This design comes from an exercise in tuning for small area, a short achievable clock period and few clock cycles on the open sky130 flow, not from production work. Function was checked by simulation only, so behaviour that the tests miss may differ from the original. No activity file was given, so power comes from the tool's default toggle rates.

## mips_top
module mips_top (
   input  logic       clk,
   input  logic       rst,
   output isa_pkg::word_t      inst_addr_o,
   input  isa_pkg::word_t      inst_data_i,
   output logic       data_en_o,
   output logic [3:0] data_wen_o,
   output isa_pkg::word_t      data_addr_o,
   output isa_pkg::word_t      data_wdata_o,
   input  isa_pkg::word_t      data_rdata_i,
   input  logic       psel_i,
   input  logic       penable_i,
   input  logic       pwrite_i,
   input  logic [7:0] paddr_i,
   input  isa_pkg::word_t      pwdata_i,
   output isa_pkg::word_t      prdata_o,
   output logic       pready_o,
   output logic       pslverr_o
);
   logic        run, run_n, drained, dbg_next, dbg_now;
   logic [31:0] stop_pc, stop_pc_n, dbg_data;
   logic [4:0]  dbg_addr;
   pipe_core u_pipe_core (
      .clk          (clk),
      .rst          (rst),
      .run_i        (run),
      .run_n_i      (run_n),
      .stop_pc_i    (stop_pc),
      .stop_pc_n_i  (stop_pc_n),
      .drained_o    (drained),
      .dbg_next_i   (dbg_next),
      .dbg_addr_i   (dbg_addr),
  ...
Size: ~4600 cells after synthesis, about 240 I/O pins.
==> flow/config.mk <==
export PLATFORM = sky130hd
export DESIGN_NAME = mips_top
export DESIGN_NICKNAME = mips_top
export VERILOG_FILES = /design/flow/design.v
export SDC_FILE = /design/flow/constraint.sdc
export NUM_CORES = 4
export LEC_CHECK = 0
export ABC_CLOCK_PERIOD_IN_PS = 1000
export CAP_MARGIN = 20
export CORE_MARGIN = 2
export CORE_UTILIZATION = 55
export SETUP_SLACK_MARGIN = 2.7
export SLEW_MARGIN = 20
export BUFFER_PORTS_ARGS = -buffer_cell sky130_fd_sc_hd__buf_2
==> flow/constraint.sdc <==
create_clock -name core_clock -period 5.5 [get_ports {clk}]
set_input_delay 1.1000 -clock core_clock [delete_from_list [all_inputs] [get_ports {clk}]]
set_output_delay 1.1000 -clock core_clock [all_outputs]
set_load 0.01 [all_outputs]
standard.sh (not shown) runs the stock make flow with config.mk's settings and CLKGATE_MAP_FILE= SYNTH_SCRIPT=/design/flow/synth_recipe.tcl, a recipe that flattens the netlist after the stock synthesis.
==> flow/flow/run.sh <==
#!/bin/bash
# The standard layout, with the port buffers made of buf_2 cells
# instead of the default delay buffers.
set -e
echo 'export BUFFER_PORTS_ARGS = -buffer_cell sky130_fd_sc_hd__buf_2' >> config.mk
bash standard.sh > standard.log 2>&1
The baseline ran to the end with no violations.
Testbench counts at the start, summed over its fixed seeds: cycles 6,806.
==> next run, changes <==
- SETUP_SLACK_MARGIN: 2.7 -> 3.0
Outcome: The changed run passed the timing, DRC and antenna checks. Clock-buffer cell count went up by 8. Die area does not change. Wire length rose by a few percent. Combinational power came out higher by roughly a tenth. Non-clock buffer count increases by 217.
==> next run, changes <==
- SETUP_SLACK_MARGIN: 3.0 -> 2.8
Result:
- utilization goes down by 2.9 points
- wire length goes down by a few percent
- via count goes down by a few percent
- cell count goes down by a few percent
- global-route usage goes down by 0.94 points
- clock skew goes down by 0.0052 ns
- worst setup slack is worse by 0.015 ns
- design area goes down by a few percent
==> next run, changes <==
==> flow/run.sh (new file) <==
#!/bin/bash
# synth_recipe.tcl (not shown) runs the flow's synth.tcl, then flattens the netlist and writes it again
# the make line also repeats each setting of config.mk as NAME=value (left out here)
make -C /OpenROAD-flow-scripts/flow DESIGN_CONFIG=/design/flow/config.mk WORK_HOME=/design/flow/orfs CLKGATE_MAP_FILE= SYNTH_SCRIPT=/design/flow/synth_recipe.tcl finish
- BUFFER_PORTS_ARGS: -buffer_cell sky130_fd_sc_hd__buf_2 -> unset
- CORE_UTILIZATION: 55 -> 70
- SETUP_SLACK_MARGIN: 2.8 -> 2.6
removed: flow/flow/run.sh
removed: flow/standard.sh
After rerunning: The new run completed with no timing, DRC or antenna violations; clock-buffer cell count shrinks by 7; cell area came out lower slightly; register-to-register slack gets worse by 0.29 ns; power falls by a few percent; cell count is lower by a few percent; sequential cell count stays the same; maximum frequency decreases by a little under a tenth; combinational power went down by a few percent; hold slack improves by 0.0061 ns; routed wire length falls by a few percent.
==> next run, changes <==
==> flow/flow/run.sh (new file) <==
#!/bin/bash
# The standard layout, with the port buffers made of buf_2 cells
# instead of the default delay buffers.
set -e
echo 'export BUFFER_PORTS_ARGS = -buffer_cell sky130_fd_sc_hd__buf_2' >> config.mk
bash standard.sh > standard.log 2>&1
==> flow/standard.sh (new file) <==
#!/bin/bash
# synth_recipe.tcl (not shown) runs the flow's synth.tcl, then flattens the netlist and writes it again
# the make line also repeats each setting of config.mk as NAME=value (left out here)
make -C /OpenROAD-flow-scripts/flow DESIGN_CONFIG=/design/flow/config.mk WORK_HOME=/design/flow/orfs CLKGATE_MAP_FILE= SYNTH_SCRIPT=/design/flow/synth_recipe.tcl "${@:-finish}"
- BUFFER_PORTS_ARGS: unset -> -buffer_cell sky130_fd_sc_hd__buf_2
- CORE_UTILIZATION: 70 -> 55
removed: flow/run.sh
The new run finished clean.
Cell count goes up by 5.8%.
Die area goes up by about 27%.
Worst hold slack got worse by 0.0047 ns.
Non-clock buffer count goes up by 16.
Design area goes down by about 0.33%.
==> next run, changes <==
- CORE_UTILIZATION: 55 -> 50
The new run completed with no timing, DRC or antenna violations.
Worst setup slack loses 0.095 ns.
Sequential share of layout area drops by 0.36 points.
Final area is higher slightly.
Maximum frequency went down by a few percent.
Via count decreases slightly.
Wire length increases slightly.

-- static timing again, ports no longer ideal --
The results above use ideal ports. As a check the final layouts listed here were re-extracted and re-timed, cells and wires unchanged.
Step 1 (the two cells are an assumption about what drives the block):
set clk [get_ports {clk}]
set_driving_cell -lib_cell sky130_fd_sc_hd__clkbuf_16 $clk
set_driving_cell -lib_cell sky130_fd_sc_hd__buf_2 [delete_from_list [all_inputs] $clk]
Step 2 also shifts input and output timing later by t, the mid clock arrival at the registers, as if the neighbouring blocks saw the same clock.
a / b / c = ideal / step 1 / step 2; a / b = the first two.
run | shift t [ns] | setup WS [ns] | hold slack, ns
the first run | 0.849 | 2.598 / 2.525 / 1.974 | 0.326 / 0.326 / 0.326
the second run | 0.849 | 2.667 / 2.592 / 2.263 | 0.325 / 0.325 / 0.325
the third run | 0.857 | 2.652 / 2.572 / 1.958 | 0.324 / 0.324 / 0.324
the fourth run | 0.837 | 2.417 / 2.417 / 1.951 | 0.331 / 0.331 / 0.331
the fifth run | 0.846 | 2.563 / 2.558 / 2.110 | 0.326 / 0.326 / 0.326
the sixth run | 0.879 | 2.468 / 2.468 / 1.849 | 0.327 / 0.327 / 0.327
After both steps setup and hold are still met in every run listed. The setup slack of the third run, which loses most, moves by -0.080 ns with the drivers and by -0.694 ns with both steps.
